From an optimization exercise on the open Yosys and OpenROAD flow, aimed at small area; shortcuts taken in it are not production practice.
In this exercise RTL edits were held to simulation tests only and were not proved equivalent to the original.
Power and IR drop assume default switching activity.

## flow/run.sh

```bash
#!/bin/bash
# synth_recipe.tcl (not shown) runs the flow's synth.tcl, then flattens the netlist and writes it again
# the make line also repeats each setting of config.mk as NAME=value (left out here)
make -C /OpenROAD-flow-scripts/flow DESIGN_CONFIG=/design/flow/config.mk WORK_HOME=/design/flow/orfs CLKGATE_MAP_FILE= SYNTH_SCRIPT=/design/flow/synth_recipe.tcl finish
```

## flow/config.mk

```make
export PLATFORM = sky130hd
export DESIGN_NAME = trafficGenerator
export DESIGN_NICKNAME = trafficGenerator
export VERILOG_FILES = /design/flow/design.v
export SDC_FILE = /design/flow/constraint.sdc
export NUM_CORES = 4
export LEC_CHECK = 0
export CAP_MARGIN = 20
export CORE_MARGIN = 2
export CORE_UTILIZATION = 40
export SLEW_MARGIN = 20
```

## flow/constraint.sdc

```tcl
create_clock -name core_clock -period 5.0 [get_ports {update}]
set_input_delay 1.0000 -clock core_clock [delete_from_list [all_inputs] [get_ports {update}]]
set_output_delay 1.0000 -clock core_clock [all_outputs]
set_load 0.01 [all_outputs]
```

## flow/design.v

```verilog
module trafficGenerator
(
	input logic update,
	input logic rst,
	input logic moveTick,
	input logic [9:0] xCount,
	input logic [9:0] yCount,
	output logic [115-1:0] traffic
);
	localparam [3:0] NONE = 4'd15;
	logic [9:0] ph1;
	logic [8:0] ph2;
	logic oddCar;
	logic [3:0] laneCode;
	logic spd2, left;
	always_comb
	begin
		laneCode = NONE;
		spd2 = 1'b0;
		left = 1'b0;
		if (yCount > 10'd74 && yCount < 10'd91) begin laneCode = 4'd0; spd2 = 1'b0; left = 1'b0; end
		if (yCount > 10'd99 && yCount < 10'd116) begin laneCode = 4'd1; spd2 = 1'b1; left = 1'b0; end
		if (yCount > 10'd124 && yCount < 10'd141) begin laneCode = 4'd2; spd2 = 1'b1; left = 1'b1; end
		if (yCount > 10'd174 && yCount < 10'd191) begin laneCode = 4'd4; spd2 = 1'b0; left = 1'b1; end
		if (yCount > 10'd199 && yCount < 10'd216) begin laneCode = 4'd5; spd2 = 1'b1; left = 1'b1; end
		if (yCount > 10'd224 && yCount < 10'd241) begin laneCode = 4'd3; spd2 = 1'b0; left = 1'b0; end
		if (yCount > 10'd274 && yCount < 10'd291) begin laneCode = 4'd8; spd2 = 1'b0; left = 1'b0; end
		if (yCount > 10'd299 && yCount < 10'd316) begin laneCode = oddCar ? 4'd7 : 4'd6; spd2 = 1'b1; left = 1'b0; end
		if (yCount > 10'd324 && yCount < 10'd341) begin laneCode = 4'd10; spd2 = 1'b0; left = 1'b1; end
		if (yCount > 10'd349 && yCount < 10'd366) begin laneCode = 4'd11; spd2 = 1'b1; left = 1'b1; end
		if (yCount > 10'd399 && yCount < 10'd416) begin laneCode = 4'd13; spd2 = 1'b1; left = 1'b1; end
		if (yCount > 10'd424 && yCount < 10'd441) begin laneCode = 4'd14; spd2 = 1'b0; left = 1'b1; end
	end
	logic [9:0] modM, hi, lo, base;
	logic [4:0] k;
	logic xValid;
	logic [10:0] diff;
	logic [9:0] q;
	logic [4:0] qk;
	always_comb
	begin
		modM = spd2 ? 10'd642 : 10'd641;
		xValid = (xCount != 10'd0) && (xCount < modM + 10'd16);
		lo = (xCount >= 10'd16) ? xCount - 10'd16 : 10'd0;
		hi = (xCount >= modM) ? modM - 10'd1 : xCount - 10'd1;
		k = 5'(hi - lo);
		if (!left)
			base = lo;
		else if (hi == 10'd0)
			base = 10'd0;
		else
			base = modM - hi;
		diff = {1'b0, base} - (spd2 ? {1'b0, ph2, 1'b0} : {1'b0, ph1});
		q = diff[10] ? 10'(diff + {1'b0, modM}) : diff[9:0];
		qk = {1'b0, q[3:0]} + k;
	end
	logic [3:0] lane;
	logic [5:0] qHigh;
	logic [3:0] qLow, qkLow;
	logic qkCarry;
	always_ff @(posedge update)
	begin
		if (rst)
		begin
			ph1 <= 10'd0;
			ph2 <= 9'd17;
			oddCar <= 1'b1;
			lane <= NONE;
		end
		else
		begin
			if (moveTick)
			begin
				ph1 <= (ph1 == 10'd640) ? 10'd0 : ph1 + 10'd1;
				ph2 <= (ph2 == 9'd320) ? 9'd0 : ph2 + 9'd1;
				if (ph2 == 9'd180)
					oddCar <= 1'b0;
			end
			lane <= xValid ? laneCode : NONE;
		end
		qHigh <= q[9:4];
		qLow <= q[3:0];
		qkLow <= qk[3:0];
		qkCarry <= qk[4];
	end
	function automatic logic inWindow(input logic [5:0] a, input logic [3:0] b,
		input logic [5:0] qh, input logic [3:0] ql, input logic [3:0] qkl, input logic qkc);
		inWindow = ((qh == a) && (ql <= b) && (qkc || (qkl >= b)))
			|| ((qh == a - 6'd1) && qkc && (qkl >= b));
	endfunction
	assign traffic[0] = (lane == 4'd0) && inWindow(6'd1, 4'd4, qHigh, qLow, qkLow, qkCarry);
	assign traffic[1] = (lane == 4'd0) && inWindow(6'd5, 4'd10, qHigh, qLow, qkLow, qkCarry);
	assign traffic[2] = (lane == 4'd0) && inWindow(6'd10, 4'd0, qHigh, qLow, qkLow, qkCarry);
	assign traffic[3] = (lane == 4'd0) && inWindow(6'd14, 4'd6, qHigh, qLow, qkLow, qkCarry);
	assign traffic[4] = (lane == 4'd0) && inWindow(6'd18, 4'd12, qHigh, qLow, qkLow, qkCarry);
	assign traffic[5] = (lane == 4'd0) && inWindow(6'd23, 4'd2, qHigh, qLow, qkLow, qkCarry);
	assign traffic[6] = (lane == 4'd0) && inWindow(6'd27, 4'd8, qHigh, qLow, qkLow, qkCarry);
	assign traffic[7] = (lane == 4'd0) && inWindow(6'd31, 4'd14, qHigh, qLow, qkLow, qkCarry);
	assign traffic[8] = (lane == 4'd0) && inWindow(6'd36, 4'd4, qHigh, qLow, qkLow, qkCarry);
	assign traffic[9] = (lane == 4'd0) && inWindow(6'd38, 4'd2, qHigh, qLow, qkLow, qkCarry);
	assign traffic[10] = (lane == 4'd1) && inWindow(6'd39, 4'd4, qHigh, qLow, qkLow, qkCarry);
	assign traffic[12] = (lane == 4'd1) && inWindow(6'd7, 4'd14, qHigh, qLow, qkLow, qkCarry);
	assign traffic[14] = (lane == 4'd1) && inWindow(6'd16, 4'd10, qHigh, qLow, qkLow, qkCarry);
	assign traffic[16] = (lane == 4'd1) && inWindow(6'd25, 4'd6, qHigh, qLow, qkLow, qkCarry);
	assign traffic[18] = (lane == 4'd1) && inWindow(6'd34, 4'd2, qHigh, qLow, qkLow, qkCarry);
	assign traffic[21] = (lane == 4'd2) && inWindow(6'd36, 4'd2, qHigh, qLow, qkLow, qkCarry);
	assign traffic[22] = (lane == 4'd2) && inWindow(6'd31, 4'd12, qHigh, qLow, qkLow, qkCarry);
	assign traffic[24] = (lane == 4'd2) && inWindow(6'd23, 4'd0, qHigh, qLow, qkLow, qkCarry);
	assign traffic[25] = (lane == 4'd2) && inWindow(6'd18, 4'd10, qHigh, qLow, qkLow, qkCarry);
	assign traffic[27] = (lane == 4'd2) && inWindow(6'd9, 4'd14, qHigh, qLow, qkLow, qkCarry);
	assign traffic[28] = (lane == 4'd2) && inWindow(6'd5, 4'd8, qHigh, qLow, qkLow, qkCarry);
	assign traffic[37] = (lane == 4'd4) && inWindow(6'd34, 4'd7, qHigh, qLow, qkLow, qkCarry);
	assign traffic[38] = (lane == 4'd4) && inWindow(6'd30, 4'd1, qHigh, qLow, qkLow, qkCarry);
	assign traffic[40] = (lane == 4'd4) && inWindow(6'd21, 4'd5, qHigh, qLow, qkLow, qkCarry);
	assign traffic[41] = (lane == 4'd4) && inWindow(6'd16, 4'd15, qHigh, qLow, qkLow, qkCarry);
	assign traffic[43] = (lane == 4'd4) && inWindow(6'd8, 4'd3, qHigh, qLow, qkLow, qkCarry);
	assign traffic[44] = (lane == 4'd4) && inWindow(6'd3, 4'd13, qHigh, qLow, qkLow, qkCarry);
	assign traffic[45] = (lane == 4'd5) && inWindow(6'd36, 4'd12, qHigh, qLow, qkLow, qkCarry);
	assign traffic[47] = (lane == 4'd5) && inWindow(6'd28, 4'd0, qHigh, qLow, qkLow, qkCarry);
	assign traffic[48] = (lane == 4'd5) && inWindow(6'd23, 4'd10, qHigh, qLow, qkLow, qkCarry);
	assign traffic[50] = (lane == 4'd5) && inWindow(6'd14, 4'd14, qHigh, qLow, qkLow, qkCarry);
	assign traffic[51] = (lane == 4'd5) && inWindow(6'd10, 4'd8, qHigh, qLow, qkLow, qkCarry);
	assign traffic[53] = (lane == 4'd5) && inWindow(6'd1, 4'd12, qHigh, qLow, qkLow, qkCarry);
	assign traffic[54] = (lane == 4'd5) && inWindow(6'd40, 4'd0, qHigh, qLow, qkLow, qkCarry);
	assign traffic[55] = (lane == 4'd5) && inWindow(6'd8, 4'd10, qHigh, qLow, qkLow, qkCarry);
	assign traffic[57] = (lane == 4'd5) && inWindow(6'd29, 4'd14, qHigh, qLow, qkLow, qkCarry);
	assign traffic[58] = (lane == 4'd3) && inWindow(6'd1, 4'd4, qHigh, qLow, qkLow, qkCarry);
	assign traffic[59] = (lane == 4'd3) && inWindow(6'd7, 4'd3, qHigh, qLow, qkLow, qkCarry);
	assign traffic[60] = (lane == 4'd3) && inWindow(6'd12, 4'd8, qHigh, qLow, qkLow, qkCarry);
	assign traffic[61] = (lane == 4'd3) && inWindow(6'd19, 4'd6, qHigh, qLow, qkLow, qkCarry);
	assign traffic[62] = (lane == 4'd3) && inWindow(6'd25, 4'd15, qHigh, qLow, qkLow, qkCarry);
	assign traffic[63] = (lane == 4'd3) && inWindow(6'd35, 4'd10, qHigh, qLow, qkLow, qkCarry);
	assign traffic[64] = (lane == 4'd3) && inWindow(6'd30, 4'd15, qHigh, qLow, qkLow, qkCarry);
	assign traffic[66] = (lane == 4'd8) && inWindow(6'd1, 4'd14, qHigh, qLow, qkLow, qkCarry);
	assign traffic[67] = (lane == 4'd8) && inWindow(6'd9, 4'd6, qHigh, qLow, qkLow, qkCarry);
	assign traffic[68] = (lane == 4'd8) && inWindow(6'd15, 4'd15, qHigh, qLow, qkLow, qkCarry);
	assign traffic[69] = (lane == 4'd8) && inWindow(6'd22, 4'd13, qHigh, qLow, qkLow, qkCarry);
	assign traffic[70] = (lane == 4'd8) && inWindow(6'd29, 4'd1, qHigh, qLow, qkLow, qkCarry);
	assign traffic[71] = (lane == 4'd8) && inWindow(6'd35, 4'd10, qHigh, qLow, qkLow, qkCarry);
	assign traffic[72] = (lane[3:1] == 3'd3) && inWindow(6'd38, 4'd10, qHigh, qLow, qkLow, qkCarry);
	assign traffic[74] = (lane[3:1] == 3'd3) && inWindow(6'd6, 4'd0, qHigh, qLow, qkLow, qkCarry);
	assign traffic[75] = (lane[3:1] == 3'd3) && inWindow(6'd9, 4'd12, qHigh, qLow, qkLow, qkCarry);
	assign traffic[76] = (lane[3:1] == 3'd3) && inWindow(6'd13, 4'd8, qHigh, qLow, qkLow, qkCarry);
	assign traffic[77] = ((lane == 4'd6) && inWindow(6'd17, 4'd8, qHigh, qLow, qkLow, qkCarry))
		|| ((lane == 4'd7) && inWindow(6'd17, 4'd9, qHigh, qLow, qkLow, qkCarry));
	assign traffic[79] = (lane[3:1] == 3'd3) && inWindow(6'd25, 4'd6, qHigh, qLow, qkLow, qkCarry);
	assign traffic[80] = (lane[3:1] == 3'd3) && inWindow(6'd29, 4'd12, qHigh, qLow, qkLow, qkCarry);
	assign traffic[82] = (lane == 4'd10) && inWindow(6'd38, 4'd3, qHigh, qLow, qkLow, qkCarry);
	assign traffic[83] = (lane == 4'd10) && inWindow(6'd33, 4'd13, qHigh, qLow, qkLow, qkCarry);
	assign traffic[84] = (lane == 4'd10) && inWindow(6'd29, 4'd7, qHigh, qLow, qkLow, qkCarry);
	assign traffic[85] = (lane == 4'd10) && inWindow(6'd25, 4'd1, qHigh, qLow, qkLow, qkCarry);
	assign traffic[86] = (lane == 4'd10) && inWindow(6'd20, 4'd11, qHigh, qLow, qkLow, qkCarry);
	assign traffic[87] = (lane == 4'd10) && inWindow(6'd16, 4'd0, qHigh, qLow, qkLow, qkCarry);
	assign traffic[88] = (lane == 4'd10) && inWindow(6'd11, 4'd15, qHigh, qLow, qkLow, qkCarry);
	assign traffic[89] = (lane == 4'd10) && inWindow(6'd7, 4'd9, qHigh, qLow, qkLow, qkCarry);
	assign traffic[90] = (lane == 4'd10) && inWindow(6'd3, 4'd13, qHigh, qLow, qkLow, qkCarry);
	assign traffic[91] = (lane == 4'd11) && inWindow(6'd36, 4'd12, qHigh, qLow, qkLow, qkCarry);
	assign traffic[92] = (lane == 4'd11) && inWindow(6'd31, 4'd2, qHigh, qLow, qkLow, qkCarry);
	assign traffic[93] = (lane == 4'd11) && inWindow(6'd24, 4'd14, qHigh, qLow, qkLow, qkCarry);
	assign traffic[94] = (lane == 4'd11) && inWindow(6'd17, 4'd6, qHigh, qLow, qkLow, qkCarry);
	assign traffic[95] = (lane == 4'd11) && inWindow(6'd9, 4'd14, qHigh, qLow, qkLow, qkCarry);
	assign traffic[96] = (lane == 4'd11) && inWindow(6'd2, 4'd6, qHigh, qLow, qkLow, qkCarry);
	assign traffic[103] = (lane == 4'd13) && inWindow(6'd36, 4'd8, qHigh, qLow, qkLow, qkCarry);
	assign traffic[104] = (lane == 4'd13) && inWindow(6'd28, 4'd10, qHigh, qLow, qkLow, qkCarry);
	assign traffic[105] = (lane == 4'd13) && inWindow(6'd19, 4'd14, qHigh, qLow, qkLow, qkCarry);
	assign traffic[106] = (lane == 4'd13) && inWindow(6'd10, 4'd8, qHigh, qLow, qkLow, qkCarry);
	assign traffic[107] = (lane == 4'd13) && inWindow(6'd2, 4'd6, qHigh, qLow, qkLow, qkCarry);
	assign traffic[108] = (lane == 4'd14) && inWindow(6'd38, 4'd13, qHigh, qLow, qkLow, qkCarry);
	assign traffic[110] = (lane == 4'd14) && inWindow(6'd27, 4'd9, qHigh, qLow, qkLow, qkCarry);
	assign traffic[111] = (lane == 4'd14) && inWindow(6'd20, 4'd11, qHigh, qLow, qkLow, qkCarry);
	assign traffic[112] = (lane == 4'd14) && inWindow(6'd14, 4'd2, qHigh, qLow, qkLow, qkCarry);
	assign traffic[114] = (lane == 4'd14) && inWindow(6'd9, 4'd2, qHigh, qLow, qkLow, qkCarry);
	assign traffic[11] = 1'b0;
	assign traffic[13] = 1'b0;
	assign traffic[15] = 1'b0;
	assign traffic[17] = 1'b0;
	assign traffic[19] = 1'b0;
	assign traffic[20] = 1'b0;
	assign traffic[23] = 1'b0;
	assign traffic[26] = 1'b0;
	assign traffic[29] = 1'b0;
	assign traffic[30] = 1'b0;
	assign traffic[31] = 1'b0;
	assign traffic[32] = 1'b0;
	assign traffic[33] = 1'b0;
	assign traffic[34] = 1'b0;
	assign traffic[35] = 1'b0;
	assign traffic[36] = 1'b0;
	assign traffic[39] = 1'b0;
	assign traffic[42] = 1'b0;
	assign traffic[46] = 1'b0;
	assign traffic[49] = 1'b0;
	assign traffic[52] = 1'b0;
	assign traffic[56] = 1'b0;
	assign traffic[65] = 1'b0;
	assign traffic[73] = 1'b0;
	assign traffic[78] = 1'b0;
	assign traffic[81] = 1'b0;
	assign traffic[97] = 1'b0;
	assign traffic[98] = 1'b0;
	assign traffic[99] = 1'b0;
	assign traffic[100] = 1'b0;
	assign traffic[101] = 1'b0;
	assign traffic[102] = 1'b0;
	assign traffic[109] = 1'b0;
	assign traffic[113] = 1'b0;
endmodule
```

==> impl_metrics.csv <==
group,metric,value,unit
final_layout,final_common_cell,"buf_4",
timing,worstMarginPinSlew,1.09,ns
clock_network,cts_tree,"built",
run,drv_cap,0,
yosys,syn-cell-area,5980,um2
yosys,synth_cell_types,87,
floorplan,initial_core_util,41.0,%
drt,routed-via-count,7611,
power,swShare,47.6,%
timing,max_freq,142,MHz
run_status,so_faults,"negative setup slack",
drt,first_iter_violations,881,
setup_path,start_kind,"input port",
floorplan,core,14600,um2
global_routing,antenna_found_initial,0,
clock_network,insertion_delay,0.29,ns
setup_path,reg2reg_setup_slack,1.17,ns
setup_path,path_class,"in2reg",
timing,setup_viol,15,
timing,setup_ws,-2.05,ns
final_layout,syn_to_final_growth,57.8,%
final_layout,num_antenna_cells,0,
final_layout,nFillCells,1297,
final_layout,nets,1209,
global_routing,grt_usage,27.8,%
global_routing,grt_max_degree,18,
power,power.share.sequential,19.7,%
setup_path,startpoint,"yCount[1]",
setup_path,worst_r2r_endpoint,"qkCarry$_DFF_P_",
timing,fin_worst_skew,0.0106,ns
timing,rsz0062_at_grt,"true",
min_path,hp-start,"ph2[8]$_SDFFE_PP0P_",
power,p_per_area,299,nW/um2
timing,hold_violations,0,
drt,wirelength,23200,um
final_layout,fin_area,9440,um2
yosys,synth_enable_flop_cells,0,
timing,drv_slew,0,
yosys,syn_area_per_cell,6.87,um2
drt,ant_nets,0,
drt,vias_per_cell,5.70,
setup_path,crit_path_end_kind,"register",
power,p_switching,0.00135,W
setup_path,crit_slowest_cell,"a221oi_4",
clock_network,clk_path_buf_depth,2,
clock_network,cts_hold_buffers,0,
floorplan,die_area,15900,um2
power,p_clk_share,15.1,%
placed_design,numPortBuffers,103,
timing,fin_crit_sh,141,%
run_status,outcome,"complete, but fails checks",
final_layout,drive_gt1_share,31.5,%
global_routing,grt_pass1_vias,7390,
power,intPower,0.00148,W
power,p_leak,3.71,nW
floorplan,die_h,126,um
yosys,ys_ff_latch,39,
timing,final.hold.worst_slack,0.574,ns
yosys,synth_flop_cell,"dfxtp_1",
clock_network,clk_pin_slew,0.06,ns
setup_path,critPathMaxStageDelay,0.44,ns
clock_network,cts_inserted_buffers,5,
floorplan,fp.dieW,126,um
global_routing,grt_overflow,0,
placed_design,gp_congestion,0.969,
power,ir_drop,0.167,mV
drt,detail_route.drc_violations,0,
clock_network,cts-root-buf,"clkbuf_16",
global_routing,grt_pass1_wl,36700,um
min_path,min_path_type,"reg2reg",
yosys,yosysSeqAreaShare,13.1,%
yosys,synth_cells,871,
setup_path,reg2reg_depth,19,
clock_network,cts_max_level,2,
min_path,hold_path_depth,2,
timing,period_needed,7.05,ns
placed_design,place_area,8240,um2
placed_design,post-place-ws,-2.87,ns
clock_network,cts.sink_count,39,
placed_design,dp_cells,1265,
floorplan,core.rowCount,44,
timing,relSlewSlack,26.9,%
timing,tns,-17.98,ns
setup_path,r2r-start,"ph1[0]$_SDFFE_PP0P_",
setup_path,cp.required,5.17,ns
floorplan,io_pins,138,
final_layout,layout_common_cells,"buf_4 (200), nor2_1 (121), clkdlybuf4s50_1 (93), nand2_1 (67), a22oi_1 (50)",
yosys,synth_async_sr_flop_share,0,%
setup_path,crit_top_cell,"buf_4",
setup_path,cp_max_fo,6,
power,combinationalPowerShare,65.2,%
final_layout,register_area,781,um2
drt,dr.pass1.iters,7,
setup_path,crit_arrival,7.22,ns
min_path,min_to,"ph2[8]$_SDFFE_PP0P_",
final_layout,multi_input_area,5330,um2
drt,wire_per_inst,17.3,um
placed_design,hpwlAfterDp,17200,um
yosys,yosysWarnings,1,
final_layout,stdcell_count,1336,
## registers in the layout, summed over array words and instances, names as in the netlist
name,flops
qHigh,6
ph2,9
lane,4
qLow,4
qkCarry,1
qkLow,4
oddCar,1
ph1,10
## how the worst max path moves through the flow
stage	endpoint	slack, ns	cells past startpoint
final	qkCarry$_DFF_P_	-2.05	41
after global routing	qkCarry$_DFF_P_	-2.31	34
after CTS	qkCarry$_DFF_P_	-1.96	35
after detailed placement	qkCarry$_DFF_P_	-2.87	36
after global placement	qkCarry$_DFF_P_	-2.77	36
after floorplan	qkCarry$_DFF_P_	-2.24	32
## routing by layer
layer | up-vias | global-route usage (%) | share of wire [%]
met1 | 3532 | 33.4 | 40
met3 | 70 | 5.90 | 8.1
met4 | 0 | 9.31 | 3.9
met2 | 384 | 49.2 | 48
met5 | - | 0 | 0
li1 | 3625 | - | -
## cells in the mapped netlist (12+ instances only)
cell type | count | area share [%]
o21ai_0 | 29 | 2.4
inv_1 | 36 | 2.3
xnor2_1 | 25 | 3.7
nand2b_1 | 18 | 1.9
nor3_1 | 40 | 3.3
mux2i_1 | 16 | 2.7
nand3_1 | 22 | 1.8
clkbuf_1 | 33 | 2.1
nor4_1 | 12 | 1.3
buf_4 | 36 | 4.5
dfxtp_1 | 39 | 13
nand4_1 | 14 | 1.5
a21oi_1 | 53 | 4.4
and3_1 | 13 | 1.4
xor2_1 | 25 | 3.7
nor2_1 | 129 | 8.1
nor2b_1 | 19 | 2.0
a22oi_1 | 50 | 6.3
nand2_1 | 72 | 4.5
ha_1 | 28 | 5.9
## logic make-up (layout without fill, tap and decap cells)
| logic type | after synthesis | in the layout | synth area share [%] |
|---|---|---|---|
| mux | 17 | 17 | 2.87 |
| other cells | 1 | 34 | 0.0627 |
| xor+xnor | 51 | 51 | 7.59 |
| buf+inv | 119 | 367 | 10.3 |
| simple gates | 394 | 394 | 32.9 |
| flops | 39 | 39 | 13.1 |
| compound gates | 215 | 215 | 25.1 |
| fa+ha+maj | 35 | 35 | 8.20 |
## final cells by class
cell class	count	area share [%]
Clock buffer	5	1.33
Tap cell	184	2.44
Sequential cell	39	8.27
Inverter	37	1.55
Timing Repair Buffer	322	29.2
Multi-Input combinational cell	746	56.5
Clock inverter	3	0.756
## power groups by stage
| stage | clock network, W | logic (W) | registers [W] |
|---|---|---|---|
| final | 0.000426 | 0.00184 | 0.000557 |
| after global routing | 0.000445 | 0.00199 | 0.000568 |
| after CTS | 0.000431 | 0.00175 | 0.000548 |
| after detailed placement | 0 | 0.00151 | 0.000554 |
| after global placement | 0 | 0.00151 | 0.000556 |
| after floorplan | 0 | 0.00113 | 0.000420 |
## repair_timing
item                       CTS  global route
setup endpoints to repair   15            15
buffers inserted            60            26
gates resized for setup    126            60
pin swaps                   58            52
## worst max-delay path: cells and delay by family
kind / cells / cell delay, ns
AO/OA/AOI/OAI: 9 / 1.43
XOR/XNOR: 2 / 0.26
adder cells (fa/ha/maj): 5 / 1.41
buffers and inverters: 21 / 2.39
AND/OR/NAND/NOR: 4 / 0.71
## stage by stage
| stage | power [W] | utilization (%) |
|---|---|---|
| after global routing | 0.00300 | 64.7 |
| after CTS | 0.00273 | 63.0 |
| after detailed placement | 0.00207 | 56.5 |
| after global placement | 0.00206 | 56.5 |
| after floorplan | 0.00155 | - |
| final | 0.00283 | 64.7 |

port drivers added, routing unchanged:
No port has a modelled driver above. Below, the same layout with a new extraction and two added sets of constraints. Step 1, drivers: a clkbuf_16 drives update and a buf_2 each remaining input, both assumed. Step 2 adds t to the input delays and takes it off the output delays; t is the mean of the earliest and latest rising clock arrival at the registers after step 1. Input paths then give back, and output paths get back, about the clock's delay inside the block. Slacks: ideal / step 1 / step 2; pairs: ideal / step 1.
shift t [ns]: 0.321
slack for setup (ns): -2.049 / -2.047 / -2.368
worst hold slack (ns): 0.574 / 0.574 / 0.574
The setup slack of this run moves by +0.002 ns with the drivers and by -0.319 ns with both steps.
